Source: an optimization exercise on an open RTL-to-GDS flow (aim: small area, a short achievable clock period and few clock cycles per item). Production flows keep margins and buffers that such runs may drop. At most, simulation tests tie the RTL to the original design; equivalence was not proved. Function not checked in run 2: the RTL went through the layout flow alone. Power figures rest on the tool's default switching activity, not on a simulated workload.

[config.mk]
export PLATFORM = sky130hd
export DESIGN_NAME = pel_scaler_top
export DESIGN_NICKNAME = pel_scaler_top
export VERILOG_FILES = /design/flow/design.v
export SDC_FILE = /design/flow/constraint.sdc
export NUM_CORES = 4
export LEC_CHECK = 0
export CAP_MARGIN = 20
export CORE_MARGIN = 2
export CORE_UTILIZATION = 65
export CTS_BUF_LIST = sky130_fd_sc_hd__clkbuf_4 sky130_fd_sc_hd__clkbuf_8
export CTS_CLUSTER_DIAMETER = 100
export CTS_CLUSTER_SIZE = 30
export PLACE_DENSITY = 0.75
export SETUP_SLACK_MARGIN = 4.3
export SLEW_MARGIN = 20
export SYNTH_HIERARCHICAL = 1
[constraint.sdc]
create_clock -name core_clock -period 8.0 [get_ports {clk}]
set_input_delay 1.6000 -clock core_clock [delete_from_list [all_inputs] [get_ports {clk}]]
set_output_delay 1.6000 -clock core_clock [all_outputs]
set_load 0.01 [all_outputs]
[design.v]
package pel_pkg;
    localparam int PEL_WIDTH = 16;
    localparam int ACC_WIDTH = 32;
    typedef logic [PEL_WIDTH-1:0] pel_t;
    typedef logic [ACC_WIDTH-1:0] acc_t;
endpackage
package coef_pkg;
    localparam int COEF_WIDTH = 16;
    localparam int FRAC_BITS = 11;
    typedef logic [COEF_WIDTH-1:0] coef_t;
    localparam coef_t COEF_ONE = coef_t'(1 << FRAC_BITS);
endpackage
module scaler (
    input  logic          clk,
    input  logic          rst_n,
    input  logic          in_write,
    input  pel_pkg::pel_t in_din,
    output logic          in_full,
    input  logic [15:0]   coef,
    input  logic          out_read,
    output pel_pkg::pel_t out_dout,
    output logic          out_empty
);
    logic          v1, v2;
    pel_pkg::pel_t pel_d, pel_q;
    logic [7:0]    one_q, two_q, neg_q;
    logic          b15_q;
    logic [15:0]   s_d, c_d;
    logic [15:1]   t_d, g_d, t_q, g_q;
    logic          y0_d, y0_q, ci_d, ci_q;
    logic          go2, adv, acc;
    logic [16:0] cx;
    assign cx = {coef, 1'b0};
    always_ff @(posedge clk)
    begin
        for (int j = 0; j < 8; j++)
        begin
            one_q[j] <= cx[2*j+1] ^ cx[2*j];
            two_q[j] <= (cx[2*j+2] & ~cx[2*j+1] & ~cx[2*j])
                      | (~cx[2*j+2] & cx[2*j+1] & cx[2*j]);
            neg_q[j] <= cx[2*j+2];
        end
        b15_q <= coef[15];
    end
    assign go2     = ~v2 | out_read;
    assign adv     = v1 & go2;
    assign in_full = v1 & ~go2;
    assign acc     = in_write & ~in_full;
    lane_hold u_hold (
        .d   (in_din),
        .q   (pel_q),
        .v1  (v1),
        .v2  (v2),
        .rd  (out_read),
        .y   (pel_d)
    );
    mul_tree u_tree (
        .a    (pel_q),
        .one  (one_q),
        .two  (two_q),
        .neg  (neg_q),
        .b15  (b15_q),
        .s    (s_d),
        .c    (c_d)
    );
    assign t_d  = s_d[15:1] | c_d[15:1];
    assign g_d  = s_d[15:1] & c_d[15:1];
    assign y0_d = s_d[0] ^ c_d[0];
    assign ci_d = s_d[0] & c_d[0];
    always_ff @(posedge clk)
    begin
        pel_q <= pel_d;
        if (go2)
        begin
            t_q  <= t_d;
            g_q  <= g_d;
            y0_q <= y0_d;
            ci_q <= ci_d;
        end
    end
    always_ff @(posedge clk or negedge rst_n)
    begin
        if (!rst_n)
        begin
            v1 <= 1'b0;
            v2 <= 1'b0;
        end
        else
        begin
            v1 <= acc | (v1 & ~adv);
            if (go2)
                v2 <= v1;
        end
    end
    mul_cpa u_cpa (
        .t  (t_q),
        .g  (g_q),
        .ci (ci_q),
        .y  (out_dout[15:1])
    );
    assign out_dout[0] = y0_q;
    assign out_empty   = ~v2;
endmodule
module lane_hold (
    input  logic [15:0] d,
    input  logic [15:0] q,
    input  logic        v1,
    input  logic        v2,
    input  logic        rd,
    output logic [15:0] y
);
    assign y = (v1 & v2 & ~rd) ? q : d;
endmodule
module mul_tree (
    input  logic [15:0] a,
    input  logic [7:0]  one,
    input  logic [7:0]  two,
    input  logic [7:0]  neg,
    input  logic        b15,
    output logic [15:0] s,
    output logic [15:0] c
);
    logic pp_0_0;
    logic pp_0_1;
    logic pp_0_2;
    logic pp_0_3;
    logic pp_0_4;
    logic pp_0_5;
    logic pp_0_6;
    logic pp_0_7;
    logic pp_0_8;
    logic pp_0_9;
    logic pp_0_10;
    logic pp_0_11;
    logic pp_0_12;
    logic pp_0_13;
    logic pp_0_14;
    logic pp_0_15;
    logic pp_0_16;
    logic ns_0;
    logic pp_1_0;
    logic pp_1_1;
    logic pp_1_2;
    logic pp_1_3;
    logic pp_1_4;
    logic pp_1_5;
    logic pp_1_6;
    logic pp_1_7;
    logic pp_1_8;
    logic pp_1_9;
    logic pp_1_10;
    logic pp_1_11;
    logic pp_1_12;
    logic pp_1_13;
    logic pp_1_14;
    logic pp_1_15;
    logic pp_1_16;
    logic ns_1;
    logic pp_2_0;
    logic pp_2_1;
    logic pp_2_2;
    logic pp_2_3;
    logic pp_2_4;
    logic pp_2_5;
    logic pp_2_6;
    logic pp_2_7;
    logic pp_2_8;
    logic pp_2_9;
    logic pp_2_10;
    logic pp_2_11;
    logic pp_2_12;
    logic pp_2_13;
    logic pp_2_14;
    logic pp_2_15;
    logic pp_2_16;
    logic ns_2;
    logic pp_3_0;
    logic pp_3_1;
    logic pp_3_2;
    logic pp_3_3;
    logic pp_3_4;
    logic pp_3_5;
    logic pp_3_6;
    logic pp_3_7;
    logic pp_3_8;
    logic pp_3_9;
    logic pp_3_10;
    logic pp_3_11;
    logic pp_3_12;
    logic pp_3_13;
    logic pp_3_14;
    logic pp_3_15;
    logic pp_3_16;
    logic ns_3;
    logic pp_4_0;
    logic pp_4_1;
    logic pp_4_2;
    logic pp_4_3;
    logic pp_4_4;
    logic pp_4_5;
    logic pp_4_6;
    logic pp_4_7;
    logic pp_4_8;
    logic pp_4_9;
    logic pp_4_10;
    logic pp_4_11;
    logic pp_4_12;
    logic pp_4_13;
    logic pp_4_14;
    logic pp_4_15;
    logic pp_4_16;
    logic ns_4;
    logic pp_5_0;
    logic pp_5_1;
    logic pp_5_2;
    logic pp_5_3;
    logic pp_5_4;
    logic pp_5_5;
    logic pp_5_6;
    logic pp_5_7;
    logic pp_5_8;
    logic pp_5_9;
    logic pp_5_10;
    logic pp_5_11;
    logic pp_5_12;
    logic pp_5_13;
    logic pp_5_14;
    logic pp_5_15;
    logic pp_5_16;
    logic pp_6_0;
    logic pp_6_1;
    logic pp_6_2;
    logic pp_6_3;
    logic pp_6_4;
    logic pp_6_5;
    logic pp_6_6;
    logic pp_6_7;
    logic pp_6_8;
    logic pp_6_9;
    logic pp_6_10;
    logic pp_6_11;
    logic pp_6_12;
    logic pp_6_13;
    logic pp_6_14;
    logic pp_7_0;
    logic pp_7_1;
    logic pp_7_2;
    logic pp_7_3;
    logic pp_7_4;
    logic pp_7_5;
    logic pp_7_6;
    logic pp_7_7;
    logic pp_7_8;
    logic pp_7_9;
    logic pp_7_10;
    logic pp_7_11;
    logic pp_7_12;
    logic pp_8_0;
    logic pp_8_1;
    logic pp_8_2;
    logic pp_8_3;
    logic pp_8_4;
    logic pp_8_5;
    logic pp_8_6;
    logic pp_8_7;
    logic pp_8_8;
    logic pp_8_9;
    logic pp_8_10;
    logic nc_17;
    logic nc_18;
    logic nc_20;
    logic nc_22;
    logic nc_24;
    logic nc_26;
    logic hs_0;
    logic hc_0;
    logic hs_1;
    logic hc_1;
    logic fs_0;
    logic fc_0;
    logic hs_2;
    logic hc_2;
    logic fs_1;
    logic fc_1;
    logic hs_3;
    logic hc_3;
    logic fs_2;
    logic fc_2;
    logic fs_3;
    logic fc_3;
    logic hs_4;
    logic hc_4;
    logic fs_4;
    logic fc_4;
    logic fs_5;
    logic fc_5;
    logic hs_5;
    logic hc_5;
    logic fs_6;
    logic fc_6;
    logic fs_7;
    logic fc_7;
    logic fs_8;
    logic fc_8;
    logic hs_6;
    logic hc_6;
    logic fs_9;
    logic fc_9;
    logic fs_10;
    logic fc_10;
    logic fs_11;
    logic fc_11;
    logic hs_7;
    logic hc_7;
    logic fs_12;
    logic fc_12;
    logic fs_13;
    logic fc_13;
    logic fs_14;
    logic fc_14;
    logic fs_15;
    logic fc_15;
    logic hs_8;
    logic hc_8;
    logic lg_0;
    logic lt_0;
    logic lg_2;
    logic lt_2;
    logic lg_3;
    logic lt_3;
    logic lg_4;
    logic lt_4;
    logic lg_5;
    logic lt_5;
    logic lg_6;
    logic lt_6;
    logic lg_7;
    logic lt_7;
    logic lg_8;
    logic lt_8;
    logic lg_9;
    logic lt_9;
    logic lg_10;
    logic lt_10;
    logic lcg0;
    logic lcg1;
    logic lcg2;
    logic lct2;
    logic lcg3;
    logic lcg4;
    logic lct4;
    logic lcg5;
    logic lcg6;
    logic lct6;
    logic lcg7;
    logic lcg8;
    logic lct8;
    logic fs_16;
    logic fc_16;
    logic fs_17;
    logic fc_17;
    logic fs_18;
    logic fc_18;
    logic fs_19;
    logic fc_19;
    logic fs_21;
    logic fc_21;
    logic fs_22;
    logic fc_22;
    logic fs_23;
    logic fc_23;
    logic fs_24;
    logic fc_24;
    logic fs_25;
    logic fc_25;
    logic hc_9;
    logic fs_26;
    logic fc_26;
    logic fs_27;
    logic fc_27;
    logic fs_28;
    logic fc_28;
    logic fs_29;
    logic fc_29;
    logic fc_30;
    logic fs_31;
    logic fc_31;
    logic fs_32;
    logic fc_32;
    logic fs_33;
    logic fc_33;
    logic fs_34;
    logic fc_34;
    logic fs_35;
    logic fc_35;
    logic fs_36;
    logic fc_36;
    logic fs_37;
    logic fc_37;
    logic fs_38;
    logic fc_38;
    logic fs_39;
    logic fc_39;
    logic fs_40;
    logic fc_40;
    logic fs_41;
    logic fc_41;
    logic fs_42;
    logic fc_42;
    logic fs_43;
    logic fc_43;
    logic fs_44;
    logic fc_44;
    logic fs_45;
    logic fc_45;
    logic fs_46;
    logic fc_46;
    logic fs_47;
    logic fc_47;
    logic fs_48;
    logic fc_48;
    logic fs_50;
    logic fc_50;
    logic fs_51;
    logic fc_51;
    logic fs_52;
    logic fc_52;
    logic fs_53;
    logic fc_53;
    logic fs_54;
    logic fc_54;
    logic fs_55;
    logic fc_55;
    logic fs_57;
    logic fc_57;
    logic fs_58;
    logic fc_58;
    logic fs_59;
    logic fc_59;
    logic fs_60;
    logic fc_60;
    logic fs_61;
    logic fc_61;
    logic fs_62;
    logic fc_62;
    logic fs_64;
    logic fc_64;
    logic fs_65;
    logic fc_65;
    logic fs_66;
    logic fc_66;
    logic fs_67;
    logic fc_67;
    logic fs_68;
    logic fc_68;
    logic fs_69;
    logic fc_69;
    logic fs_71;
    logic fc_71;
    logic fs_72;
    logic fc_72;
    logic fs_73;
    logic fc_73;
    logic fs_74;
    logic fc_74;
    logic fs_75;
    logic fc_75;
    logic fs_77;
    logic fc_77;
    logic fs_78;
    logic fc_78;
    logic fs_79;
    logic fc_79;
    logic fs_80;
    logic fc_80;
    logic fs_81;
    logic fc_81;
    logic fs_83;
    logic fc_83;
    logic fs_84;
    logic fc_84;
    logic fs_85;
    logic fc_85;
    logic fs_86;
    logic fc_86;
    logic fs_88;
    logic fc_88;
    logic fs_89;
    logic fc_89;
    logic fs_90;
    logic fc_90;
    logic fs_91;
    logic fc_91;
    logic fs_93;
    logic fc_93;
    logic fs_94;
    logic fc_94;
    logic fs_95;
    logic fc_95;
    logic fs_97;
    logic fc_97;
    logic fs_98;
    logic fc_98;
    logic fs_99;
    logic fc_99;
    logic fs_101;
    logic fc_101;
    logic fs_102;
    logic fc_102;
    logic fc_103;
    assign pp_0_0 = ((one[0] & a[0])) ^ neg[0];
    assign pp_0_1 = ((one[0] & a[1]) | (two[0] & a[0])) ^ neg[0];
    assign pp_0_2 = ((one[0] & a[2]) | (two[0] & a[1])) ^ neg[0];
    assign pp_0_3 = ((one[0] & a[3]) | (two[0] & a[2])) ^ neg[0];
    assign pp_0_4 = ((one[0] & a[4]) | (two[0] & a[3])) ^ neg[0];
    assign pp_0_5 = ((one[0] & a[5]) | (two[0] & a[4])) ^ neg[0];
    assign pp_0_6 = ((one[0] & a[6]) | (two[0] & a[5])) ^ neg[0];
    assign pp_0_7 = ((one[0] & a[7]) | (two[0] & a[6])) ^ neg[0];
    assign pp_0_8 = ((one[0] & a[8]) | (two[0] & a[7])) ^ neg[0];
    assign pp_0_9 = ((one[0] & a[9]) | (two[0] & a[8])) ^ neg[0];
    assign pp_0_10 = ((one[0] & a[10]) | (two[0] & a[9])) ^ neg[0];
    assign pp_0_11 = ((one[0] & a[11]) | (two[0] & a[10])) ^ neg[0];
    assign pp_0_12 = ((one[0] & a[12]) | (two[0] & a[11])) ^ neg[0];
    assign pp_0_13 = ((one[0] & a[13]) | (two[0] & a[12])) ^ neg[0];
    assign pp_0_14 = ((one[0] & a[14]) | (two[0] & a[13])) ^ neg[0];
    assign pp_0_15 = ((one[0] & a[15]) | (two[0] & a[14])) ^ neg[0];
    assign pp_0_16 = ((two[0] & a[15])) ^ neg[0];
    assign ns_0 = ~neg[0];
    assign pp_1_0 = ((one[1] & a[0])) ^ neg[1];
    assign pp_1_1 = ((one[1] & a[1]) | (two[1] & a[0])) ^ neg[1];
    assign pp_1_2 = ((one[1] & a[2]) | (two[1] & a[1])) ^ neg[1];
    assign pp_1_3 = ((one[1] & a[3]) | (two[1] & a[2])) ^ neg[1];
    assign pp_1_4 = ((one[1] & a[4]) | (two[1] & a[3])) ^ neg[1];
    assign pp_1_5 = ((one[1] & a[5]) | (two[1] & a[4])) ^ neg[1];
    assign pp_1_6 = ((one[1] & a[6]) | (two[1] & a[5])) ^ neg[1];
    assign pp_1_7 = ((one[1] & a[7]) | (two[1] & a[6])) ^ neg[1];
    assign pp_1_8 = ((one[1] & a[8]) | (two[1] & a[7])) ^ neg[1];
    assign pp_1_9 = ((one[1] & a[9]) | (two[1] & a[8])) ^ neg[1];
    assign pp_1_10 = ((one[1] & a[10]) | (two[1] & a[9])) ^ neg[1];
    assign pp_1_11 = ((one[1] & a[11]) | (two[1] & a[10])) ^ neg[1];
    assign pp_1_12 = ((one[1] & a[12]) | (two[1] & a[11])) ^ neg[1];
    assign pp_1_13 = ((one[1] & a[13]) | (two[1] & a[12])) ^ neg[1];
    assign pp_1_14 = ((one[1] & a[14]) | (two[1] & a[13])) ^ neg[1];
    assign pp_1_15 = ((one[1] & a[15]) | (two[1] & a[14])) ^ neg[1];
    assign pp_1_16 = ((two[1] & a[15])) ^ neg[1];
    assign ns_1 = ~neg[1];
    assign pp_2_0 = ((one[2] & a[0])) ^ neg[2];
    assign pp_2_1 = ((one[2] & a[1]) | (two[2] & a[0])) ^ neg[2];
    assign pp_2_2 = ((one[2] & a[2]) | (two[2] & a[1])) ^ neg[2];
    assign pp_2_3 = ((one[2] & a[3]) | (two[2] & a[2])) ^ neg[2];
    assign pp_2_4 = ((one[2] & a[4]) | (two[2] & a[3])) ^ neg[2];
    assign pp_2_5 = ((one[2] & a[5]) | (two[2] & a[4])) ^ neg[2];
    assign pp_2_6 = ((one[2] & a[6]) | (two[2] & a[5])) ^ neg[2];
    assign pp_2_7 = ((one[2] & a[7]) | (two[2] & a[6])) ^ neg[2];
    assign pp_2_8 = ((one[2] & a[8]) | (two[2] & a[7])) ^ neg[2];
    assign pp_2_9 = ((one[2] & a[9]) | (two[2] & a[8])) ^ neg[2];
    assign pp_2_10 = ((one[2] & a[10]) | (two[2] & a[9])) ^ neg[2];
    assign pp_2_11 = ((one[2] & a[11]) | (two[2] & a[10])) ^ neg[2];
    assign pp_2_12 = ((one[2] & a[12]) | (two[2] & a[11])) ^ neg[2];
    assign pp_2_13 = ((one[2] & a[13]) | (two[2] & a[12])) ^ neg[2];
    assign pp_2_14 = ((one[2] & a[14]) | (two[2] & a[13])) ^ neg[2];
    assign pp_2_15 = ((one[2] & a[15]) | (two[2] & a[14])) ^ neg[2];
    assign pp_2_16 = ((two[2] & a[15])) ^ neg[2];
    assign ns_2 = ~neg[2];
    assign pp_3_0 = ((one[3] & a[0])) ^ neg[3];
    assign pp_3_1 = ((one[3] & a[1]) | (two[3] & a[0])) ^ neg[3];
    assign pp_3_2 = ((one[3] & a[2]) | (two[3] & a[1])) ^ neg[3];
    assign pp_3_3 = ((one[3] & a[3]) | (two[3] & a[2])) ^ neg[3];
    assign pp_3_4 = ((one[3] & a[4]) | (two[3] & a[3])) ^ neg[3];
    assign pp_3_5 = ((one[3] & a[5]) | (two[3] & a[4])) ^ neg[3];
    assign pp_3_6 = ((one[3] & a[6]) | (two[3] & a[5])) ^ neg[3];
    assign pp_3_7 = ((one[3] & a[7]) | (two[3] & a[6])) ^ neg[3];
    assign pp_3_8 = ((one[3] & a[8]) | (two[3] & a[7])) ^ neg[3];
    assign pp_3_9 = ((one[3] & a[9]) | (two[3] & a[8])) ^ neg[3];
    assign pp_3_10 = ((one[3] & a[10]) | (two[3] & a[9])) ^ neg[3];
    assign pp_3_11 = ((one[3] & a[11]) | (two[3] & a[10])) ^ neg[3];
    assign pp_3_12 = ((one[3] & a[12]) | (two[3] & a[11])) ^ neg[3];
    assign pp_3_13 = ((one[3] & a[13]) | (two[3] & a[12])) ^ neg[3];
    assign pp_3_14 = ((one[3] & a[14]) | (two[3] & a[13])) ^ neg[3];
    assign pp_3_15 = ((one[3] & a[15]) | (two[3] & a[14])) ^ neg[3];
    assign pp_3_16 = ((two[3] & a[15])) ^ neg[3];
    assign ns_3 = ~neg[3];
    assign pp_4_0 = ((one[4] & a[0])) ^ neg[4];
    assign pp_4_1 = ((one[4] & a[1]) | (two[4] & a[0])) ^ neg[4];
    assign pp_4_2 = ((one[4] & a[2]) | (two[4] & a[1])) ^ neg[4];
    assign pp_4_3 = ((one[4] & a[3]) | (two[4] & a[2])) ^ neg[4];
    assign pp_4_4 = ((one[4] & a[4]) | (two[4] & a[3])) ^ neg[4];
    assign pp_4_5 = ((one[4] & a[5]) | (two[4] & a[4])) ^ neg[4];
    assign pp_4_6 = ((one[4] & a[6]) | (two[4] & a[5])) ^ neg[4];
    assign pp_4_7 = ((one[4] & a[7]) | (two[4] & a[6])) ^ neg[4];
    assign pp_4_8 = ((one[4] & a[8]) | (two[4] & a[7])) ^ neg[4];
    assign pp_4_9 = ((one[4] & a[9]) | (two[4] & a[8])) ^ neg[4];
    assign pp_4_10 = ((one[4] & a[10]) | (two[4] & a[9])) ^ neg[4];
    assign pp_4_11 = ((one[4] & a[11]) | (two[4] & a[10])) ^ neg[4];
    assign pp_4_12 = ((one[4] & a[12]) | (two[4] & a[11])) ^ neg[4];
    assign pp_4_13 = ((one[4] & a[13]) | (two[4] & a[12])) ^ neg[4];
    assign pp_4_14 = ((one[4] & a[14]) | (two[4] & a[13])) ^ neg[4];
    assign pp_4_15 = ((one[4] & a[15]) | (two[4] & a[14])) ^ neg[4];
    assign pp_4_16 = ((two[4] & a[15])) ^ neg[4];
    assign ns_4 = ~neg[4];
    assign pp_5_0 = ((one[5] & a[0])) ^ neg[5];
    assign pp_5_1 = ((one[5] & a[1]) | (two[5] & a[0])) ^ neg[5];
    assign pp_5_2 = ((one[5] & a[2]) | (two[5] & a[1])) ^ neg[5];
    assign pp_5_3 = ((one[5] & a[3]) | (two[5] & a[2])) ^ neg[5];
    assign pp_5_4 = ((one[5] & a[4]) | (two[5] & a[3])) ^ neg[5];
    assign pp_5_5 = ((one[5] & a[5]) | (two[5] & a[4])) ^ neg[5];
    assign pp_5_6 = ((one[5] & a[6]) | (two[5] & a[5])) ^ neg[5];
    assign pp_5_7 = ((one[5] & a[7]) | (two[5] & a[6])) ^ neg[5];
    assign pp_5_8 = ((one[5] & a[8]) | (two[5] & a[7])) ^ neg[5];
    assign pp_5_9 = ((one[5] & a[9]) | (two[5] & a[8])) ^ neg[5];
    assign pp_5_10 = ((one[5] & a[10]) | (two[5] & a[9])) ^ neg[5];
    assign pp_5_11 = ((one[5] & a[11]) | (two[5] & a[10])) ^ neg[5];
    assign pp_5_12 = ((one[5] & a[12]) | (two[5] & a[11])) ^ neg[5];
    assign pp_5_13 = ((one[5] & a[13]) | (two[5] & a[12])) ^ neg[5];
    assign pp_5_14 = ((one[5] & a[14]) | (two[5] & a[13])) ^ neg[5];
    assign pp_5_15 = ((one[5] & a[15]) | (two[5] & a[14])) ^ neg[5];
    assign pp_5_16 = ((two[5] & a[15])) ^ neg[5];
    assign pp_6_0 = ((one[6] & a[0])) ^ neg[6];
    assign pp_6_1 = ((one[6] & a[1]) | (two[6] & a[0])) ^ neg[6];
    assign pp_6_2 = ((one[6] & a[2]) | (two[6] & a[1])) ^ neg[6];
    assign pp_6_3 = ((one[6] & a[3]) | (two[6] & a[2])) ^ neg[6];
    assign pp_6_4 = ((one[6] & a[4]) | (two[6] & a[3])) ^ neg[6];
    assign pp_6_5 = ((one[6] & a[5]) | (two[6] & a[4])) ^ neg[6];
    assign pp_6_6 = ((one[6] & a[6]) | (two[6] & a[5])) ^ neg[6];
    assign pp_6_7 = ((one[6] & a[7]) | (two[6] & a[6])) ^ neg[6];
    assign pp_6_8 = ((one[6] & a[8]) | (two[6] & a[7])) ^ neg[6];
    assign pp_6_9 = ((one[6] & a[9]) | (two[6] & a[8])) ^ neg[6];
    assign pp_6_10 = ((one[6] & a[10]) | (two[6] & a[9])) ^ neg[6];
    assign pp_6_11 = ((one[6] & a[11]) | (two[6] & a[10])) ^ neg[6];
    assign pp_6_12 = ((one[6] & a[12]) | (two[6] & a[11])) ^ neg[6];
    assign pp_6_13 = ((one[6] & a[13]) | (two[6] & a[12])) ^ neg[6];
    assign pp_6_14 = ((one[6] & a[14]) | (two[6] & a[13])) ^ neg[6];
    assign pp_7_0 = ((one[7] & a[0])) ^ neg[7];
    assign pp_7_1 = ((one[7] & a[1]) | (two[7] & a[0])) ^ neg[7];
    assign pp_7_2 = ((one[7] & a[2]) | (two[7] & a[1])) ^ neg[7];
    assign pp_7_3 = ((one[7] & a[3]) | (two[7] & a[2])) ^ neg[7];
    assign pp_7_4 = ((one[7] & a[4]) | (two[7] & a[3])) ^ neg[7];
    assign pp_7_5 = ((one[7] & a[5]) | (two[7] & a[4])) ^ neg[7];
    assign pp_7_6 = ((one[7] & a[6]) | (two[7] & a[5])) ^ neg[7];
    assign pp_7_7 = ((one[7] & a[7]) | (two[7] & a[6])) ^ neg[7];
    assign pp_7_8 = ((one[7] & a[8]) | (two[7] & a[7])) ^ neg[7];
    assign pp_7_9 = ((one[7] & a[9]) | (two[7] & a[8])) ^ neg[7];
    assign pp_7_10 = ((one[7] & a[10]) | (two[7] & a[9])) ^ neg[7];
    assign pp_7_11 = ((one[7] & a[11]) | (two[7] & a[10])) ^ neg[7];
    assign pp_7_12 = ((one[7] & a[12]) | (two[7] & a[11])) ^ neg[7];
    assign pp_8_0 = b15 & a[0];
    assign pp_8_1 = b15 & a[1];
    assign pp_8_2 = b15 & a[2];
    assign pp_8_3 = b15 & a[3];
    assign pp_8_4 = b15 & a[4];
    assign pp_8_5 = b15 & a[5];
    assign pp_8_6 = b15 & a[6];
    assign pp_8_7 = b15 & a[7];
    assign pp_8_8 = b15 & a[8];
    assign pp_8_9 = b15 & a[9];
    assign pp_8_10 = b15 & a[10];
    assign nc_17 = ~ns_0;
    assign nc_18 = ~ns_0;
    assign nc_20 = ~pp_8_4;
    assign nc_22 = ~pp_8_6;
    assign nc_24 = ~pp_8_8;
    assign nc_26 = ~pp_8_10;
    mul_ha u_hs_0 (.a(neg[1]), .b(pp_0_2), .s(hs_0), .c(hc_0));
    mul_ha u_hs_1 (.a(pp_0_3), .b(pp_1_1), .s(hs_1), .c(hc_1));
    mul_fa u_fs_0 (.a(neg[2]), .b(pp_0_4), .ci(pp_1_2), .s(fs_0), .co(fc_0));
    mul_ha u_hs_2 (.a(pp_2_0), .b(hc_1), .s(hs_2), .c(hc_2));
    mul_fa u_fs_1 (.a(pp_0_5), .b(pp_1_3), .ci(pp_2_1), .s(fs_1), .co(fc_1));
    mul_ha u_hs_3 (.a(hc_2), .b(fc_0), .s(hs_3), .c(hc_3));
    mul_fa u_fs_2 (.a(neg[3]), .b(pp_0_6), .ci(pp_1_4), .s(fs_2), .co(fc_2));
    mul_fa u_fs_3 (.a(pp_2_2), .b(pp_3_0), .ci(fc_1), .s(fs_3), .co(fc_3));
    mul_ha u_hs_4 (.a(fs_2), .b(hc_3), .s(hs_4), .c(hc_4));
    mul_fa u_fs_4 (.a(pp_0_7), .b(pp_1_5), .ci(pp_2_3), .s(fs_4), .co(fc_4));
    mul_fa u_fs_5 (.a(pp_3_1), .b(fc_2), .ci(fs_4), .s(fs_5), .co(fc_5));
    mul_ha u_hs_5 (.a(fc_3), .b(hc_4), .s(hs_5), .c(hc_5));
    mul_fa u_fs_6 (.a(neg[4]), .b(pp_0_8), .ci(pp_1_6), .s(fs_6), .co(fc_6));
    mul_fa u_fs_7 (.a(pp_2_4), .b(pp_3_2), .ci(pp_4_0), .s(fs_7), .co(fc_7));
    mul_fa u_fs_8 (.a(fc_4), .b(fs_6), .ci(fs_7), .s(fs_8), .co(fc_8));
    mul_ha u_hs_6 (.a(fc_5), .b(hc_5), .s(hs_6), .c(hc_6));
    mul_fa u_fs_9 (.a(pp_0_9), .b(pp_1_7), .ci(pp_2_5), .s(fs_9), .co(fc_9));
    mul_fa u_fs_10 (.a(pp_3_3), .b(pp_4_1), .ci(fc_6), .s(fs_10), .co(fc_10));
    mul_fa u_fs_11 (.a(fc_7), .b(fs_9), .ci(fc_8), .s(fs_11), .co(fc_11));
    mul_ha u_hs_7 (.a(fs_10), .b(hc_6), .s(hs_7), .c(hc_7));
    mul_fa u_fs_12 (.a(neg[5]), .b(pp_0_10), .ci(pp_1_8), .s(fs_12), .co(fc_12));
    mul_fa u_fs_13 (.a(pp_2_6), .b(pp_3_4), .ci(pp_4_2), .s(fs_13), .co(fc_13));
    mul_fa u_fs_14 (.a(pp_5_0), .b(fc_9), .ci(fs_12), .s(fs_14), .co(fc_14));
    mul_fa u_fs_15 (.a(fs_13), .b(fc_10), .ci(fs_14), .s(fs_15), .co(fc_15));
    mul_ha u_hs_8 (.a(fc_11), .b(hc_7), .s(hs_8), .c(hc_8));
    assign lg_0 = neg[0] & pp_0_0;
    assign lt_0 = neg[0] | pp_0_0;
    assign lg_2 = pp_1_0 & hs_0;
    assign lt_2 = pp_1_0 | hs_0;
    assign lg_3 = hc_0 & hs_1;
    assign lt_3 = hc_0 | hs_1;
    assign lg_4 = fs_0 & hs_2;
    assign lt_4 = fs_0 | hs_2;
    assign lg_5 = fs_1 & hs_3;
    assign lt_5 = fs_1 | hs_3;
    assign lg_6 = fs_3 & hs_4;
    assign lt_6 = fs_3 | hs_4;
    assign lg_7 = fs_5 & hs_5;
    assign lt_7 = fs_5 | hs_5;
    assign lg_8 = fs_8 & hs_6;
    assign lt_8 = fs_8 | hs_6;
    assign lg_9 = fs_11 & hs_7;
    assign lt_9 = fs_11 | hs_7;
    assign lg_10 = fs_15 & hs_8;
    assign lt_10 = fs_15 | hs_8;
    assign lcg0 = 1'b0 | (pp_0_1 & lg_0);
    assign lcg1 = lg_2 | (lt_2 & lcg0);
    assign lcg2 = lg_4 | (lt_4 & lg_3);
    assign lct2 = lt_4 & lt_3;
    assign lcg3 = lcg2 | (lct2 & lcg1);
    assign lcg4 = lg_6 | (lt_6 & lg_5);
    assign lct4 = lt_6 & lt_5;
    assign lcg5 = lcg4 | (lct4 & lcg3);
    assign lcg6 = lg_8 | (lt_8 & lg_7);
    assign lct6 = lt_8 & lt_7;
    assign lcg7 = lcg6 | (lct6 & lcg5);
    assign lcg8 = lg_10 | (lt_10 & lg_9);
    assign lct8 = lt_10 & lt_9;
    assign c[0] = lcg8 | (lct8 & lcg7);
    mul_fa u_fs_16 (.a(pp_0_11), .b(pp_1_9), .ci(pp_2_7), .s(fs_16), .co(fc_16));
    mul_fa u_fs_17 (.a(pp_3_5), .b(pp_4_3), .ci(pp_5_1), .s(fs_17), .co(fc_17));
    mul_fa u_fs_18 (.a(fc_12), .b(fc_13), .ci(fs_16), .s(fs_18), .co(fc_18));
    mul_fa u_fs_19 (.a(fs_17), .b(fc_14), .ci(fs_18), .s(fs_19), .co(fc_19));
    mul_fa u_fs_20 (.a(fc_15), .b(fs_19), .ci(hc_8), .s(s[0]), .co(c[1]));
    mul_fa u_fs_21 (.a(neg[6]), .b(pp_0_12), .ci(pp_1_10), .s(fs_21), .co(fc_21));
    mul_fa u_fs_22 (.a(pp_2_8), .b(pp_3_6), .ci(pp_4_4), .s(fs_22), .co(fc_22));
    mul_fa u_fs_23 (.a(pp_5_2), .b(pp_6_0), .ci(fc_16), .s(fs_23), .co(fc_23));
    mul_fa u_fs_24 (.a(fc_17), .b(fs_21), .ci(fs_22), .s(fs_24), .co(fc_24));
    mul_fa u_fs_25 (.a(fc_18), .b(fs_23), .ci(fs_24), .s(fs_25), .co(fc_25));
    mul_ha u_hs_9 (.a(fc_19), .b(fs_25), .s(s[1]), .c(hc_9));
    mul_fa u_fs_26 (.a(pp_0_13), .b(pp_1_11), .ci(pp_2_9), .s(fs_26), .co(fc_26));
    mul_fa u_fs_27 (.a(pp_3_7), .b(pp_4_5), .ci(pp_5_3), .s(fs_27), .co(fc_27));
    mul_fa u_fs_28 (.a(pp_6_1), .b(fc_21), .ci(fc_22), .s(fs_28), .co(fc_28));
    mul_fa u_fs_29 (.a(fs_26), .b(fs_27), .ci(fc_23), .s(fs_29), .co(fc_29));
    mul_fa u_fs_30 (.a(fc_24), .b(fs_28), .ci(fs_29), .s(s[2]), .co(fc_30));
    mul_ha u_hs_10 (.a(fc_25), .b(hc_9), .s(c[2]), .c(s[3]));
    mul_fa u_fs_31 (.a(neg[7]), .b(pp_0_14), .ci(pp_1_12), .s(fs_31), .co(fc_31));
    mul_fa u_fs_32 (.a(pp_2_10), .b(pp_3_8), .ci(pp_4_6), .s(fs_32), .co(fc_32));
    mul_fa u_fs_33 (.a(pp_5_4), .b(pp_6_2), .ci(pp_7_0), .s(fs_33), .co(fc_33));
    mul_fa u_fs_34 (.a(fc_26), .b(fc_27), .ci(fs_31), .s(fs_34), .co(fc_34));
    mul_fa u_fs_35 (.a(fs_32), .b(fs_33), .ci(fc_28), .s(fs_35), .co(fc_35));
    mul_fa u_fs_36 (.a(fs_34), .b(fc_29), .ci(fs_35), .s(fs_36), .co(fc_36));
    mul_ha u_hs_11 (.a(fc_30), .b(fs_36), .s(c[3]), .c(s[4]));
    mul_fa u_fs_37 (.a(pp_0_15), .b(pp_1_13), .ci(pp_2_11), .s(fs_37), .co(fc_37));
    mul_fa u_fs_38 (.a(pp_3_9), .b(pp_4_7), .ci(pp_5_5), .s(fs_38), .co(fc_38));
    mul_fa u_fs_39 (.a(pp_6_3), .b(pp_7_1), .ci(fc_31), .s(fs_39), .co(fc_39));
    mul_fa u_fs_40 (.a(fc_32), .b(fc_33), .ci(fs_37), .s(fs_40), .co(fc_40));
    mul_fa u_fs_41 (.a(fs_38), .b(fc_34), .ci(fs_39), .s(fs_41), .co(fc_41));
    mul_fa u_fs_42 (.a(fs_40), .b(fc_35), .ci(fs_41), .s(fs_42), .co(fc_42));
    mul_ha u_hs_12 (.a(fc_36), .b(fs_42), .s(c[4]), .c(s[5]));
    mul_fa u_fs_43 (.a(pp_8_0), .b(pp_0_16), .ci(pp_1_14), .s(fs_43), .co(fc_43));
    mul_fa u_fs_44 (.a(pp_2_12), .b(pp_3_10), .ci(pp_4_8), .s(fs_44), .co(fc_44));
    mul_fa u_fs_45 (.a(pp_5_6), .b(pp_6_4), .ci(pp_7_2), .s(fs_45), .co(fc_45));
    mul_fa u_fs_46 (.a(fc_37), .b(fc_38), .ci(fs_43), .s(fs_46), .co(fc_46));
    mul_fa u_fs_47 (.a(fs_44), .b(fs_45), .ci(fc_39), .s(fs_47), .co(fc_47));
    mul_fa u_fs_48 (.a(fc_40), .b(fs_46), .ci(fc_41), .s(fs_48), .co(fc_48));
    mul_fa u_fs_49 (.a(fs_47), .b(fc_42), .ci(fs_48), .s(c[5]), .co(s[6]));
    mul_fa u_fs_50 (.a(nc_17), .b(pp_8_1), .ci(pp_1_15), .s(fs_50), .co(fc_50));
    mul_fa u_fs_51 (.a(pp_2_13), .b(pp_3_11), .ci(pp_4_9), .s(fs_51), .co(fc_51));
    mul_fa u_fs_52 (.a(pp_5_7), .b(pp_6_5), .ci(pp_7_3), .s(fs_52), .co(fc_52));
    mul_fa u_fs_53 (.a(fc_43), .b(fc_44), .ci(fc_45), .s(fs_53), .co(fc_53));
    mul_fa u_fs_54 (.a(fs_50), .b(fs_51), .ci(fs_52), .s(fs_54), .co(fc_54));
    mul_fa u_fs_55 (.a(fc_46), .b(fs_53), .ci(fs_54), .s(fs_55), .co(fc_55));
    mul_fa u_fs_56 (.a(fc_47), .b(fs_55), .ci(fc_48), .s(c[6]), .co(c[7]));
    mul_fa u_fs_57 (.a(nc_18), .b(pp_8_2), .ci(pp_1_16), .s(fs_57), .co(fc_57));
    mul_fa u_fs_58 (.a(pp_2_14), .b(pp_3_12), .ci(pp_4_10), .s(fs_58), .co(fc_58));
    mul_fa u_fs_59 (.a(pp_5_8), .b(pp_6_6), .ci(pp_7_4), .s(fs_59), .co(fc_59));
    mul_fa u_fs_60 (.a(fc_50), .b(fc_51), .ci(fc_52), .s(fs_60), .co(fc_60));
    mul_fa u_fs_61 (.a(fs_57), .b(fs_58), .ci(fs_59), .s(fs_61), .co(fc_61));
    mul_fa u_fs_62 (.a(fc_53), .b(fc_54), .ci(fs_60), .s(fs_62), .co(fc_62));
    mul_fa u_fs_63 (.a(fs_61), .b(fc_55), .ci(fs_62), .s(s[7]), .co(s[8]));
    mul_fa u_fs_64 (.a(ns_1), .b(ns_0), .ci(pp_8_3), .s(fs_64), .co(fc_64));
    mul_fa u_fs_65 (.a(pp_2_15), .b(pp_3_13), .ci(pp_4_11), .s(fs_65), .co(fc_65));
    mul_fa u_fs_66 (.a(pp_5_9), .b(pp_6_7), .ci(pp_7_5), .s(fs_66), .co(fc_66));
    mul_fa u_fs_67 (.a(fs_64), .b(fc_57), .ci(fc_58), .s(fs_67), .co(fc_67));
    mul_fa u_fs_68 (.a(fc_59), .b(fs_65), .ci(fs_66), .s(fs_68), .co(fc_68));
    mul_fa u_fs_69 (.a(fc_60), .b(fc_61), .ci(fs_67), .s(fs_69), .co(fc_69));
    mul_fa u_fs_70 (.a(fs_68), .b(fc_62), .ci(fs_69), .s(c[8]), .co(s[9]));
    mul_fa u_fs_71 (.a(nc_20), .b(pp_2_16), .ci(pp_3_14), .s(fs_71), .co(fc_71));
    mul_fa u_fs_72 (.a(pp_4_12), .b(pp_5_10), .ci(pp_6_8), .s(fs_72), .co(fc_72));
    mul_fa u_fs_73 (.a(pp_7_6), .b(fc_64), .ci(fc_65), .s(fs_73), .co(fc_73));
    mul_fa u_fs_74 (.a(fc_66), .b(fs_71), .ci(fs_72), .s(fs_74), .co(fc_74));
    mul_fa u_fs_75 (.a(fc_67), .b(fc_68), .ci(fs_73), .s(fs_75), .co(fc_75));
    mul_fa u_fs_76 (.a(fs_74), .b(fc_69), .ci(fs_75), .s(c[9]), .co(s[10]));
    mul_fa u_fs_77 (.a(ns_2), .b(pp_8_5), .ci(pp_8_4), .s(fs_77), .co(fc_77));
    mul_fa u_fs_78 (.a(pp_3_15), .b(pp_4_13), .ci(pp_5_11), .s(fs_78), .co(fc_78));
    mul_fa u_fs_79 (.a(pp_6_9), .b(pp_7_7), .ci(fs_77), .s(fs_79), .co(fc_79));
    mul_fa u_fs_80 (.a(fc_71), .b(fc_72), .ci(fs_78), .s(fs_80), .co(fc_80));
    mul_fa u_fs_81 (.a(fs_79), .b(fc_73), .ci(fc_74), .s(fs_81), .co(fc_81));
    mul_fa u_fs_82 (.a(fs_80), .b(fc_75), .ci(fs_81), .s(c[10]), .co(s[11]));
    mul_fa u_fs_83 (.a(nc_22), .b(pp_3_16), .ci(pp_4_14), .s(fs_83), .co(fc_83));
    mul_fa u_fs_84 (.a(pp_5_12), .b(pp_6_10), .ci(pp_7_8), .s(fs_84), .co(fc_84));
    mul_fa u_fs_85 (.a(fc_77), .b(fc_78), .ci(fs_83), .s(fs_85), .co(fc_85));
    mul_fa u_fs_86 (.a(fs_84), .b(fc_79), .ci(fc_80), .s(fs_86), .co(fc_86));
    mul_fa u_fs_87 (.a(fs_85), .b(fc_81), .ci(fs_86), .s(c[11]), .co(s[12]));
    mul_fa u_fs_88 (.a(ns_3), .b(pp_8_7), .ci(pp_8_6), .s(fs_88), .co(fc_88));
    mul_fa u_fs_89 (.a(pp_4_15), .b(pp_5_13), .ci(pp_6_11), .s(fs_89), .co(fc_89));
    mul_fa u_fs_90 (.a(pp_7_9), .b(fs_88), .ci(fc_83), .s(fs_90), .co(fc_90));
    mul_fa u_fs_91 (.a(fc_84), .b(fs_89), .ci(fc_85), .s(fs_91), .co(fc_91));
    mul_fa u_fs_92 (.a(fs_90), .b(fc_86), .ci(fs_91), .s(c[12]), .co(s[13]));
    mul_fa u_fs_93 (.a(nc_24), .b(pp_4_16), .ci(pp_5_14), .s(fs_93), .co(fc_93));
    mul_fa u_fs_94 (.a(pp_6_12), .b(pp_7_10), .ci(fc_88), .s(fs_94), .co(fc_94));
    mul_fa u_fs_95 (.a(fc_89), .b(fs_93), .ci(fs_94), .s(fs_95), .co(fc_95));
    mul_fa u_fs_96 (.a(fc_90), .b(fs_95), .ci(fc_91), .s(c[13]), .co(c[14]));
    mul_fa u_fs_97 (.a(ns_4), .b(pp_8_9), .ci(pp_8_8), .s(fs_97), .co(fc_97));
    mul_fa u_fs_98 (.a(pp_5_15), .b(pp_6_13), .ci(pp_7_11), .s(fs_98), .co(fc_98));
    mul_fa u_fs_99 (.a(fs_97), .b(fc_93), .ci(fs_98), .s(fs_99), .co(fc_99));
    mul_fa u_fs_100 (.a(fc_94), .b(fs_99), .ci(fc_95), .s(s[14]), .co(c[15]));
    mul_fa u_fs_101 (.a(nc_26), .b(pp_5_16), .ci(pp_6_14), .s(fs_101), .co(fc_101));
    mul_fa u_fs_102 (.a(pp_7_12), .b(fc_97), .ci(fc_98), .s(fs_102), .co(fc_102));
    mul_fa u_fs_103 (.a(fs_101), .b(fc_99), .ci(fs_102), .s(s[15]), .co(fc_103));
endmodule
module mul_fa (
    input  logic a,
    input  logic b,
    input  logic ci,
    output logic s,
    output logic co
);
    assign s  = a ^ b ^ ci;
    assign co = (a & b) | (ci & (a ^ b));
endmodule
module mul_ha (
    input  logic a,
    input  logic b,
    output logic s,
    output logic c
);
    assign s = a ^ b;
    assign c = a & b;
endmodule
module mul_cpa (
    input  logic [14:0] t,
    input  logic [14:0] g,
    input  logic        ci,
    output logic [14:0] y
);
    logic g0_1;
    assign g0_1 = g[0] | (t[0] & ci);
    logic g0_3;
    assign g0_3 = g[2] | (t[2] & g[1]);
    logic t0_3;
    assign t0_3 = t[2] & t[1];
    logic g0_5;
    assign g0_5 = g[4] | (t[4] & g[3]);
    logic t0_5;
    assign t0_5 = t[4] & t[3];
    logic g0_7;
    assign g0_7 = g[6] | (t[6] & g[5]);
    logic t0_7;
    assign t0_7 = t[6] & t[5];
    logic g0_9;
    assign g0_9 = g[8] | (t[8] & g[7]);
    logic t0_9;
    assign t0_9 = t[8] & t[7];
    logic g0_11;
    assign g0_11 = g[10] | (t[10] & g[9]);
    logic t0_11;
    assign t0_11 = t[10] & t[9];
    logic g0_13;
    assign g0_13 = g[12] | (t[12] & g[11]);
    logic t0_13;
    assign t0_13 = t[12] & t[11];
    logic g0_15;
    assign g0_15 = g[14] | (t[14] & g[13]);
    logic t0_15;
    assign t0_15 = t[14] & t[13];
    logic g1_2;
    assign g1_2 = g[1] | (t[1] & g0_1);
    logic g1_3;
    assign g1_3 = g0_3 | (t0_3 & g0_1);
    logic g1_6;
    assign g1_6 = g[5] | (t[5] & g0_5);
    logic t1_6;
    assign t1_6 = t[5] & t0_5;
    logic g1_7;
    assign g1_7 = g0_7 | (t0_7 & g0_5);
    logic t1_7;
    assign t1_7 = t0_7 & t0_5;
    logic g1_10;
    assign g1_10 = g[9] | (t[9] & g0_9);
    logic t1_10;
    assign t1_10 = t[9] & t0_9;
    logic g1_11;
    assign g1_11 = g0_11 | (t0_11 & g0_9);
    logic t1_11;
    assign t1_11 = t0_11 & t0_9;
    logic g1_14;
    assign g1_14 = g[13] | (t[13] & g0_13);
    logic t1_14;
    assign t1_14 = t[13] & t0_13;
    logic g1_15;
    assign g1_15 = g0_15 | (t0_15 & g0_13);
    logic t1_15;
    assign t1_15 = t0_15 & t0_13;
    logic g2_4;
    assign g2_4 = g[3] | (t[3] & g1_3);
    logic g2_5;
    assign g2_5 = g0_5 | (t0_5 & g1_3);
    logic g2_6;
    assign g2_6 = g1_6 | (t1_6 & g1_3);
    logic g2_7;
    assign g2_7 = g1_7 | (t1_7 & g1_3);
    logic g2_12;
    assign g2_12 = g[11] | (t[11] & g1_11);
    logic t2_12;
    assign t2_12 = t[11] & t1_11;
    logic g2_13;
    assign g2_13 = g0_13 | (t0_13 & g1_11);
    logic t2_13;
    assign t2_13 = t0_13 & t1_11;
    logic g2_14;
    assign g2_14 = g1_14 | (t1_14 & g1_11);
    logic t2_14;
    assign t2_14 = t1_14 & t1_11;
    logic g2_15;
    assign g2_15 = g1_15 | (t1_15 & g1_11);
    logic t2_15;
    assign t2_15 = t1_15 & t1_11;
    logic g3_8;
    assign g3_8 = g[7] | (t[7] & g2_7);
    logic g3_9;
    assign g3_9 = g0_9 | (t0_9 & g2_7);
    logic g3_10;
    assign g3_10 = g1_10 | (t1_10 & g2_7);
    logic g3_11;
    assign g3_11 = g1_11 | (t1_11 & g2_7);
    logic g3_12;
    assign g3_12 = g2_12 | (t2_12 & g2_7);
    logic g3_13;
    assign g3_13 = g2_13 | (t2_13 & g2_7);
    logic g3_14;
    assign g3_14 = g2_14 | (t2_14 & g2_7);
    logic g3_15;
    assign g3_15 = g2_15 | (t2_15 & g2_7);
    assign y[0] = (t[0] & ~g[0]) ^ ci;
    assign y[1] = (t[1] & ~g[1]) ^ g0_1;
    assign y[2] = (t[2] & ~g[2]) ^ g1_2;
    assign y[3] = (t[3] & ~g[3]) ^ g1_3;
    assign y[4] = (t[4] & ~g[4]) ^ g2_4;
    assign y[5] = (t[5] & ~g[5]) ^ g2_5;
    assign y[6] = (t[6] & ~g[6]) ^ g2_6;
    assign y[7] = (t[7] & ~g[7]) ^ g2_7;
    assign y[8] = (t[8] & ~g[8]) ^ g3_8;
    assign y[9] = (t[9] & ~g[9]) ^ g3_9;
    assign y[10] = (t[10] & ~g[10]) ^ g3_10;
    assign y[11] = (t[11] & ~g[11]) ^ g3_11;
    assign y[12] = (t[12] & ~g[12]) ^ g3_12;
    assign y[13] = (t[13] & ~g[13]) ^ g3_13;
    assign y[14] = (t[14] & ~g[14]) ^ g3_14;
endmodule
module pel_scaler_top #(
    parameter int FLUX  = 2,
    parameter int DEPTH = 4
) (
    input  logic                              clk,
    input  logic                              rst_n,
    input  logic            [FLUX-1:0]        in_write,
    input  pel_pkg::pel_t   [FLUX-1:0]        in_din,
    output logic            [FLUX-1:0]        in_full,
    input  coef_pkg::coef_t [FLUX-1:0]        coef,
    input  logic            [FLUX-1:0]        out_read,
    output pel_pkg::pel_t   [FLUX-1:0]        out_dout,
    output logic            [FLUX-1:0]        out_empty
);
    genvar f;
    generate
        for (f = 0; f < FLUX; f++)
        begin : g_lane
            scaler u_lane (
                .clk       (clk),
                .rst_n     (rst_n),
                .in_write  (in_write[f]),
                .in_din    (in_din[f]),
                .in_full   (in_full[f]),
                .coef      (coef[f]),
                .out_read  (out_read[f]),
                .out_dout  (out_dout[f]),
                .out_empty (out_empty[f])
            );
        end
    endgenerate
endmodule
[flow/run.sh]
#!/bin/bash
# the standard layout, with plain buffers (not delay cells) on the ports
bash standard.sh "BUFFER_PORTS_ARGS=-buffer_cell sky130_fd_sc_hd__buf_1" finish > standard.log 2>&1
[standard.sh]
#!/bin/bash
# synth_recipe.tcl (not shown) runs the flow's synth.tcl, then flattens the netlist and writes it again
# the make line also repeats each setting of config.mk as NAME=value (left out here)
make -C /OpenROAD-flow-scripts/flow DESIGN_CONFIG=/design/flow/config.mk WORK_HOME=/design/flow/orfs CLKGATE_MAP_FILE= SYNTH_SCRIPT=/design/flow/synth_recipe.tcl "${@:-finish}"
==> summary.json, run 1 <==
{
  "sta": {
    "slew_violations": 0,
    "fmax_ghz": 0.265,
    "setup_viol": 0,
    "final_period_minus_worst_setup_slack_ns": 3.78,
    "tcrit_tclk_final_pct": 47.2,
    "worst_pin_slew_ns": 0.574,
    "skew_ns": 0.0217,
    "fin_setup_tns_ns": 0,
    "worst_slew_margin_rel_pct": 61.7,
    "post-route-worst-setup-slack_ns": 4.22,
    "hold_viol_final": 0,
    "unrepaired_setup_endpoints_after_global_routing": "yes"
  },
  "setup_path": {
    "worst-setup-path-type": "flop to output port",
    "reg2regPathDepth": 13,
    "worst_ep_required_time_ns": 6.40,
    "critical_path.startpoint_type": "flop",
    "critPathArrivalTime_ns": 2.18,
    "path_max_fanout": 4,
    "cp-end-kind": "output port",
    "timing.reg2reg.setup_slack_ns": 4.31,
    "regToRegEndpoint": "g_lane[0].u_lane.y0_q$_DFFE_PP_",
    "rr_startpoint": "g_lane[0].u_lane.pel_q[5]$_DFF_P_"
  },
  "drt": {
    "post_drt_via_cell_ratio": 6.27,
    "drt-pass1-iter-count": 9,
    "drc": 0,
    "detail_route.wl_per_cell_um": 20.5,
    "remaining_antenna_violation_count_after_routing": 0,
    "finalWirelength_um": 37200,
    "vias": 11300,
    "drt_first_iter_violations": 1554
  },
  "placed_design": {
    "dpl-instance-area_um2": 16000,
    "place_ws_ns": 3.82,
    "gp_congestion": 0.903,
    "io_buffers": 105,
    "placed_cell_count": 1744,
    "hpwl_um": 26200
  },
  "pwr": {
    "power.share.sequential_pct": 23.6,
    "power.internal_mw": 3.79,
    "power.switching_fraction_pct": 43.0,
    "p_clk_share_pct": 8.5,
    "vdd_drop_max_mv": 0.192,
    "power_frac_comb_pct": 67.9,
    "leakage_power_of_the_design_nw": 6.06,
    "power.switching_mw": 2.86,
    "finalPower_mw": 6.65,
    "power.density_cell_area_nw_per_um2": 391
  },
  "global_route": {
    "global_route.overflow_total": 0,
    "grtUsageTotal_pct": 29.3,
    "grt_antenna_before_repair": 0,
    "largest_net_degree_at_the_start_of_global_routing": 34,
    "first_pass_grt_wire_length_um": 59500,
    "vias_in_the_first_global_route": 11000
  },
  "synth": {
    "synth_compound_area_share_pct": 15.7,
    "mux_contribution_to_synthesized_area_pct": 2.76,
    "synth_seq_area_share_pct": 23.0,
    "netlist_top_cells_area": "sky130_fd_sc_hd__fa_1, sky130_fd_sc_hd__xnor2_1, sky130_fd_sc_hd__edfxtp_1",
    "synth_top_cell_area_share_pct": 26.4,
    "yosys_most_used_dff": "sky130_fd_sc_hd__dfxtp_1",
    "synth_simple_gate_area_share_pct": 8.38,
    "synth.net_count": 1752,
    "main_combinational_cell_family_by_area_after_synthesis": "adder cells",
    "avgSynthCellArea_um2": 10.9,
    "yosys_register_bits": 148,
    "syn_inst": 1446,
    "synth_area_leader_cell": "sky130_fd_sc_hd__fa_1",
    "postSynth.asyncResetShare_pct": 2.70,
    "synth_warnings": 7,
    "post_synth_fa_ha_maj_area_fraction_pct": 28.6,
    "post_synth_xor_xnor_area_pct": 16.4,
    "synth_area_um2": 15800,
    "yosys.cell_types.count": 49,
    "synth_edf_count": 64
  },
  "flow_run": {
    "max_cap_violations": 0
  },
  "clock_network": {
    "clkSinkCount": 148,
    "cts_buffers": 17,
    "worst_skew_pair.late_latency_ns": 0.44,
    "worst_setup_hold_path_clk_slew_ns": 0.09,
    "ctsLongestPathBuffers": 2,
    "cts_tree": "done",
    "postCtsHoldBufs": 0,
    "htree_levels": 4,
    "clock_tree.root_cell": "sky130_fd_sc_hd__clkbuf_8"
  },
  "cells_and_area": {
    "layout_commonest_cell": "sky130_fd_sc_hd__xnor2_1",
    "final_design_area_excluding_fillers_um2": 17000,
    "drive_gt1_share_pct": 16.0,
    "fin_cells": 1808,
    "most-common-layout-cells": "sky130_fd_sc_hd__xnor2_1, sky130_fd_sc_hd__a22oi_1, sky130_fd_sc_hd__fa_1",
    "antenna-diode-count": 0,
    "nets": 1778,
    "syn_to_final_growth_pct": 7.74
  },
  "floorplan": {
    "die_area_um2": 25500,
    "die_width_um": 160,
    "start_util_pct": 65.6,
    "fp.coreArea_um2": 24000,
    "core.rowCount": 57,
    "die_h_um": 160,
    "top_level_ports": 106
  },
  "hold_path": {
    "hold_path.class": "flop to flop",
    "hp-start": "g_lane[1].u_lane.pel_q[7]$_DFF_P_",
    "holdPathEnd": "g_lane[1].u_lane.pel_q[7]$_DFF_P_",
    "whs_path_depth": 1
  },
  "outcome": {
    "outcome": "finished clean"
  }
}
## flip-flops by register name, indices dropped and copies added, names as in the netlist, 16 cells and up
name and count:
g_lane.u_lane.one_q 16, g_lane.u_lane.neg_q 16, g_lane.u_lane.t_q 30, g_lane.u_lane.pel_q 32, g_lane.u_lane.two_q 16, g_lane.u_lane.g_q 30
## cell usage after synthesis (6+ instances only)
cell and n:
sky130_fd_sc_hd__mux2_4 20, sky130_fd_sc_hd__a21oi_1 26, sky130_fd_sc_hd__inv_1 24, sky130_fd_sc_hd__nand2b_1 30
sky130_fd_sc_hd__ha_1 28, sky130_fd_sc_hd__fa_1 208, sky130_fd_sc_hd__nor2_1 20, sky130_fd_sc_hd__a22oi_1 236
sky130_fd_sc_hd__xor2_1 14, sky130_fd_sc_hd__xnor2_1 282, sky130_fd_sc_hd__clkbuf_1 52, sky130_fd_sc_hd__o22ai_1 6
sky130_fd_sc_hd__a31oi_1 8, sky130_fd_sc_hd__and2_1 44, sky130_fd_sc_hd__edfxtp_1 64, sky130_fd_sc_hd__o21ai_1 18
sky130_fd_sc_hd__dfxtp_1 80, sky130_fd_sc_hd__mux2_2 12, sky130_fd_sc_hd__nor2b_1 20, sky130_fd_sc_hd__nand3b_1 14
sky130_fd_sc_hd__buf_2 88, sky130_fd_sc_hd__or2_1 32, sky130_fd_sc_hd__o21ai_0 12, sky130_fd_sc_hd__nand2_1 42
## metrics by stage
step	hold WS, ns	utilization [%]
2_1_floorplan	0.452	-
3_3_place_gp	0.531	66.5
3_5_place_dp	0.532	66.5
4_1_cts	0.558	68.8
5_1_grt	0.559	70.7
6_report	0.554	70.7
## metal layers
layer / GRT usage (%) / part of all wire [%]
met3: 6.96 / 11
met2: 41.5 / 43
met4: 6.53 / 1.3
met5: 0 / 0
met1: 45.6 / 45
## how the worst max path moves through the flow
stage | start | endpoint | slack (ns) | cells past startpoint
final | g_lane[0].u_lane.ci_q$_DFFE_PP_ | out_dout[15] | 4.22 | 7
after global routing | g_lane[0].u_lane.t_q[5]$_DFFE_PP_ | out_dout[15] | 4.13 | 7
after CTS | g_lane[0].u_lane.pel_q[3]$_DFF_P_ | g_lane[0].u_lane.y0_q$_DFFE_PP_ | 4.20 | 13
after detailed placement | g_lane[0].u_lane.neg_q[0]$_DFF_P_ | g_lane[0].u_lane.y0_q$_DFFE_PP_ | 3.82 | 12
after global placement | g_lane[1].u_lane.pel_q[3]$_DFF_P_ | g_lane[1].u_lane.y0_q$_DFFE_PP_ | 3.91 | 13
after floorplan | g_lane[0].u_lane.pel_q[6]$_DFF_P_ | g_lane[0].u_lane.t_q[5]$_DFFE_PP_ | 4.35 | 10
## power by group through the flow
stage	Sequential, mW	Combinational (mW)	Clock, mW
global route	1.61	5.13	0.613
global placement	1.57	4.09	0
detailed placement	1.58	4.28	0
floorplan	1.40	3.34	0
CTS	1.57	4.35	0.582
finish	1.57	4.51	0.566
## Yosys stat by module (local to each module, per instance), a selection
module	cells	copies in the design	cell area (um2)
lane_hold	18	2	249
mul_fa	1	208	20.0
mul_cpa	74	2	524
mul_tree	374	2	2620
scaler	140	2	2250
mul_ha	1	26	12.5
## area by class of cell
type | instances | area [um2]
clock inverter | 12 | 104
fill | 1813 | 7040
timing repair buffer | 157 | 841
sequential | 148 | 3830
inverter | 24 | 90.1
clock buffer | 19 | 262
tap | 324 | 405
multi-input combinational | 1124 | 11500
## worst max-delay path: stages (launching register included)
cell and delay [ns]:
sky130_fd_sc_hd__edfxtp_1 0.43, sky130_fd_sc_hd__a21oi_4 0.09, sky130_fd_sc_hd__o21ai_4 0.23, sky130_fd_sc_hd__a32oi_4 0.16
sky130_fd_sc_hd__o31ai_4 0.28, sky130_fd_sc_hd__o31ai_2 0.10, sky130_fd_sc_hd__xnor2_1 0.26, sky130_fd_sc_hd__buf_2 0.19
## logic make-up after synthesis
group	count (synthesis)
flops	148
mux	32
compound gates	334
fa+ha+maj	236
simple gates	226
xor+xnor	296
buf+inv	174
## repair_timing
item	CTS	global route
buffers inserted	5	28
endpoints found under the hold margin	0	0
endpoints found under the setup margin	41	38
resized for setup	82	84
pin swaps	12	13
Testbench counts, summed over its fixed seeds: cycles 8,016, items 16,000.
==> run 2: changes to the inputs <==
--- a/design.v
+++ b/design.v
@@ -68,14 +68,16 @@
     assign y0_d = s_d[0] ^ c_d[0];
     assign ci_d = s_d[0] & c_d[0];
+    logic [31:0] r_d;
+    lane_keep u_keep (
+        .d    ({t_d, g_d, y0_d, ci_d}),
+        .q    ({t_q, g_q, y0_q, ci_q}),
+        .v2   (v2),
+        .rd   (out_read),
+        .y    (r_d)
+    );
     always_ff @(posedge clk)
     begin
-        pel_q <= pel_d;
-        if (go2)
-        begin
-            t_q  <= t_d;
-            g_q  <= g_d;
-            y0_q <= y0_d;
-            ci_q <= ci_d;
-        end
+        pel_q                  <= pel_d;
+        {t_q, g_q, y0_q, ci_q} <= r_d;
     end
     always_ff @(posedge clk or negedge rst_n)
@@ -112,4 +114,13 @@
     assign y = (v1 & v2 & ~rd) ? q : d;
 endmodule
+module lane_keep (
+    input  logic [31:0] d,
+    input  logic [31:0] q,
+    input  logic        v2,
+    input  logic        rd,
+    output logic [31:0] y
+);
+    assign y = (v2 & ~rd) ? q : d;
+endmodule
 module mul_tree (
     input  logic [15:0] a,
==> flow/run.sh (replaced) <==
#!/bin/bash
# the standard layout, with plain buffers (not delay cells) on the ports
bash standard.sh "BUFFER_PORTS_ARGS=-buffer_cell sky130_fd_sc_hd__buf_2" finish > standard.log 2>&1
==> run 2 against run 1 <==
Synthesized cell count grew 5.0%. Worst hold slack worse by 0.065 ns. Die area up 2.9%. Clock skew shrank 0.00075 ns. Cell count rose by 4.3%. Via count up 3.2%. Total power increased by 10%. Fmax is 1.5% higher.
==> summary.json, run 2 <==
{
  "pwr": {
    "p_clk_share_pct": 8.4,
    "power.share.sequential_pct": 17.4,
    "vdd_drop_max_mv": 0.220,
    "power.internal_mw": 4.34,
    "power.switching_mw": 2.99,
    "power.switching_fraction_pct": 40.7,
    "leakage_power_of_the_design_nw": 6.91,
    "power_frac_comb_pct": 74.2,
    "power.density_cell_area_nw_per_um2": 411
  },
  "synth": {
    "synth.net_count": 1824,
    "yosys_most_used_dff": "sky130_fd_sc_hd__dfxtp_1",
    "yosys.cell_types.count": 52,
    "synth.cells.most_frequent": "sky130_fd_sc_hd__xnor2_1, sky130_fd_sc_hd__a22oi_1, sky130_fd_sc_hd__fa_1",
    "netlist_top_cells_area": "sky130_fd_sc_hd__fa_1, sky130_fd_sc_hd__dfxtp_1, sky130_fd_sc_hd__xnor2_1",
    "synth_edf_count": 0,
    "synth_top_cell_area_share_pct": 25.6,
    "synth_area_um2": 16200,
    "avgSynthCellArea_um2": 10.7,
    "synth_seq_area_share_pct": 18.4,
    "syn_inst": 1518,
    "synthMostInstantiatedCell": "sky130_fd_sc_hd__xnor2_1",
    "synth_area_leader_cell": "sky130_fd_sc_hd__fa_1",
    "yosys_register_bits": 148,
    "postSynth.asyncResetShare_pct": 2.70,
    "synth_warnings": 7
  },
  "sta": {
    "worst_slew_margin_rel_pct": 55.9,
    "fin_setup_tns_ns": 0,
    "fmax_ghz": 0.269,
    "tcrit_tclk_final_pct": 46.6,
    "timing.hold.ws_ns": 0.488,
    "unrepaired_setup_endpoints_after_global_routing": "yes",
    "skew_ns": 0.0209,
    "worst_pin_slew_ns": 0.661,
    "slew_violations": 0,
    "final_period_minus_worst_setup_slack_ns": 3.72,
    "hold_viol_final": 0,
    "setup_viol": 0,
    "post-route-worst-setup-slack_ns": 4.28
  },
  "cells_and_area": {
    "most-common-layout-cells": "sky130_fd_sc_hd__xnor2_1, sky130_fd_sc_hd__a22oi_1, sky130_fd_sc_hd__fa_1",
    "syn_to_final_growth_pct": 9.73,
    "fillerInstances": 1774,
    "largest_reg_flops": 32,
    "regMostFlops": "g_lane.u_lane.pel_q",
    "drive_gt1_share_pct": 32.2,
    "layout_commonest_cell": "sky130_fd_sc_hd__xnor2_1",
    "multi_input_comb_area_um2": 12600,
    "seqCellArea_um2": 3220,
    "nets": 1854
  },
  "setup_path": {
    "worst-setup-path-type": "flop to flop",
    "cp-end-kind": "flop",
    "critical_path.endpoint": "g_lane[0].u_lane.y0_q$_DFF_P_",
    "critPathMostFrequentCell": "sky130_fd_sc_hd__fa_1",
    "timing.critical_path.from": "g_lane[0].u_lane.two_q[0]$_DFF_P_",
    "reg2regPathDepth": 13,
    "max_stage_delay_ns": 0.47,
    "ordered_list_of_cells_on_the_worst_path": "buf_4 > a22oi_1 > xnor2_1 > fa_1 > fa_1 > fa_1 > ha_1 > a31oi_1 > o21ai_0 > o21ai_1 > o21ai_1 > ha_1 > mux2_4",
    "path_max_fanout": 9,
    "timing.reg2reg.setup_slack_ns": 4.28,
    "timing.critical_path.slowest_stage_cell": "sky130_fd_sc_hd__fa_1",
    "regToRegEndpoint": "g_lane[0].u_lane.y0_q$_DFF_P_",
    "rr_startpoint": "g_lane[0].u_lane.two_q[0]$_DFF_P_",
    "worst_ep_required_time_ns": 8.36,
    "critical_path.startpoint_type": "flop",
    "critPathArrivalTime_ns": 4.08
  },
  "floorplan": {
    "die_area_um2": 26300,
    "die_h_um": 162,
    "die_width_um": 162,
    "fp.coreArea_um2": 24400,
    "start_util_pct": 66.6,
    "top_level_ports": 106,
    "core.rowCount": 57
  },
  "clock_network": {
    "htree_levels": 4,
    "clock_tree.root_cell": "sky130_fd_sc_hd__clkbuf_8",
    "cts_tree": "done",
    "clkSinkCount": 148,
    "worst_setup_hold_path_clk_slew_ns": 0.10,
    "worst_skew_pair.late_latency_ns": 0.46,
    "cts_buffers": 17,
    "ctsLongestPathBuffers": 2
  },
  "drt": {
    "finalWirelength_um": 38300,
    "post_drt_via_cell_ratio": 6.20,
    "remaining_antenna_violation_count_after_routing": 0,
    "vias": 11700,
    "drt-pass1-iter-count": 6,
    "drc": 0,
    "drt_first_iter_violations": 1561,
    "detail_route.wl_per_cell_um": 20.3
  },
  "global_route": {
    "grt_antenna_before_repair": 1,
    "grtUsageTotal_pct": 29.3,
    "global_route.overflow_total": 0,
    "first_pass_grt_wire_length_um": 61300,
    "largest_net_degree_at_the_start_of_global_routing": 33,
    "vias_in_the_first_global_route": 11400
  },
  "placed_design": {
    "gp_congestion": 0.891,
    "hpwl_um": 27000,
    "io_buffers": 105,
    "place_ws_ns": 3.84
  },
  "flow_run": {
    "max_cap_violations": 0
  },
  "hold_path": {
    "hold_path.class": "flop to flop"
  },
  "outcome": {
    "outcome": "finished clean"
  }
}
## run 2: layout make-up
type,instances,share of cell area (%)
antenna,1,0.0140
clock buffer,19,1.43
multi-input combinational,1188,70.9
tap,324,2.28
timing repair buffer,169,5.99
sequential,148,18.1
clock inverter,13,0.829
inverter,24,0.506
## run 2: worst max-delay path, delay by kind of cell (launching register included)
kind,cells,cell delay (ns)
fa+ha+maj,5,1.91
compound gates,5,0.73
flops,1,0.40
mux,1,0.25
xor+xnor,1,0.17
buf+inv,1,0.15
## run 2: power by group through the flow
stage	registers, mW	clock network (mW)	logic (mW)
global placement	1.28	0	5.03
finish	1.28	0.613	5.44
detailed placement	1.29	0	5.25
global route	1.31	0.663	6.11
floorplan	1.10	0	4.26
CTS	1.27	0.633	5.30
## run 2: cell families (layout without fill, tap and decap cells)
| kind of cell | Yosys count | after routing | synth area share (%) |
|---|---|---|---|
| buf+inv | 182 | 225 | 5.86 |
| simple gates | 224 | 224 | 8.15 |
| compound gates | 336 | 336 | 15.3 |
| xor+xnor | 296 | 296 | 16.0 |
| mux | 96 | 96 | 8.51 |
| flops | 148 | 148 | 18.4 |
| other cells | 0 | 1 | 0 |
| fa+ha+maj | 236 | 236 | 27.8 |
## run 2: worst min path at each step
stage                                     start                                to  slack [ns]  cells past startpoint
2_1_floorplan  g_lane[0].u_lane.t_q[15]$_DFF_P_  g_lane[0].u_lane.t_q[15]$_DFF_P_        0.45                      1
3_3_place_gp   g_lane[0].u_lane.t_q[15]$_DFF_P_  g_lane[0].u_lane.t_q[15]$_DFF_P_        0.46                      1
3_5_place_dp   g_lane[1].u_lane.t_q[15]$_DFF_P_  g_lane[1].u_lane.t_q[15]$_DFF_P_        0.47                      1
4_1_cts        g_lane[1].u_lane.t_q[15]$_DFF_P_  g_lane[1].u_lane.t_q[15]$_DFF_P_        0.49                      1
5_1_grt        g_lane[1].u_lane.t_q[15]$_DFF_P_  g_lane[1].u_lane.t_q[15]$_DFF_P_        0.50                      1
6_report       g_lane[1].u_lane.t_q[15]$_DFF_P_  g_lane[1].u_lane.t_q[15]$_DFF_P_        0.49                      1
## run 2: metal layers
metal	GRT usage, %	wire length (um)
met1	45.9	17700
met4	6.80	628
met3	7.00	4220
met5	0	0
met2	41.0	15800
## run 2: repair_timing
action / CTS / global route
buffers inserted: 9 / 37
setup endpoints to repair: 54 / 36
resized for setup: 112 / 102
hold buffers: 0 / 0
pin swaps: 6 / 38
gates cloned: 0 / 0
## run 2: modules after synthesis (local to each module, per instance), a selection
module,flops+latches,cells inside,cell area (um2)
lane_keep,0,37,558
mul_ha,0,1,12.5
scaler,74,139,1920
mul_fa,0,1,20.0
mul_cpa,0,74,524
lane_hold,0,18,249
mul_tree,0,374,2620
## run 2: per-stage QoR
| stage | power, mW | std cells | utilization (%) | area [um2] |
|---|---|---|---|---|
| finish | 7.33 | 1886 | 73.0 | 17800 |
| global route | 8.09 | 1885 | 73.0 | 17800 |
| CTS | 7.20 | 1848 | 70.3 | 17200 |
| detailed placement | 6.53 | 1807 | 67.5 | 16500 |
| global placement | 6.31 | 1807 | 67.5 | 16500 |
| floorplan | 5.35 | 1518 | - | 16400 |

==> port drivers added, routing unchanged <==
No port has a modelled driver above. Below, the same layouts with a new extraction and two added sets of constraints. Step 1 sets driving cells, clkbuf_16 on the clock port and buf_2 on the other inputs (assumed; they add their load-dependent delay and slew). Step 2 moves the port delays by t, midway between the first and last clock arrival at a register: inputs arrive t later, outputs are due t later. That takes back most of the time a late clock gives input paths. Three values: ideal ports, drivers, drivers and shift; two values: the first two.
run | shift t [ns] | slack for setup (ns) | worst register clock-pin slew, ns
run 1 | 0.480 | 4.221 / 4.174 / 4.311 | 0.10 / 0.10
run 2 | 0.489 | 4.276 / 4.276 / 4.276 | 0.10 / 0.10
After both steps every run listed still meets setup and hold.
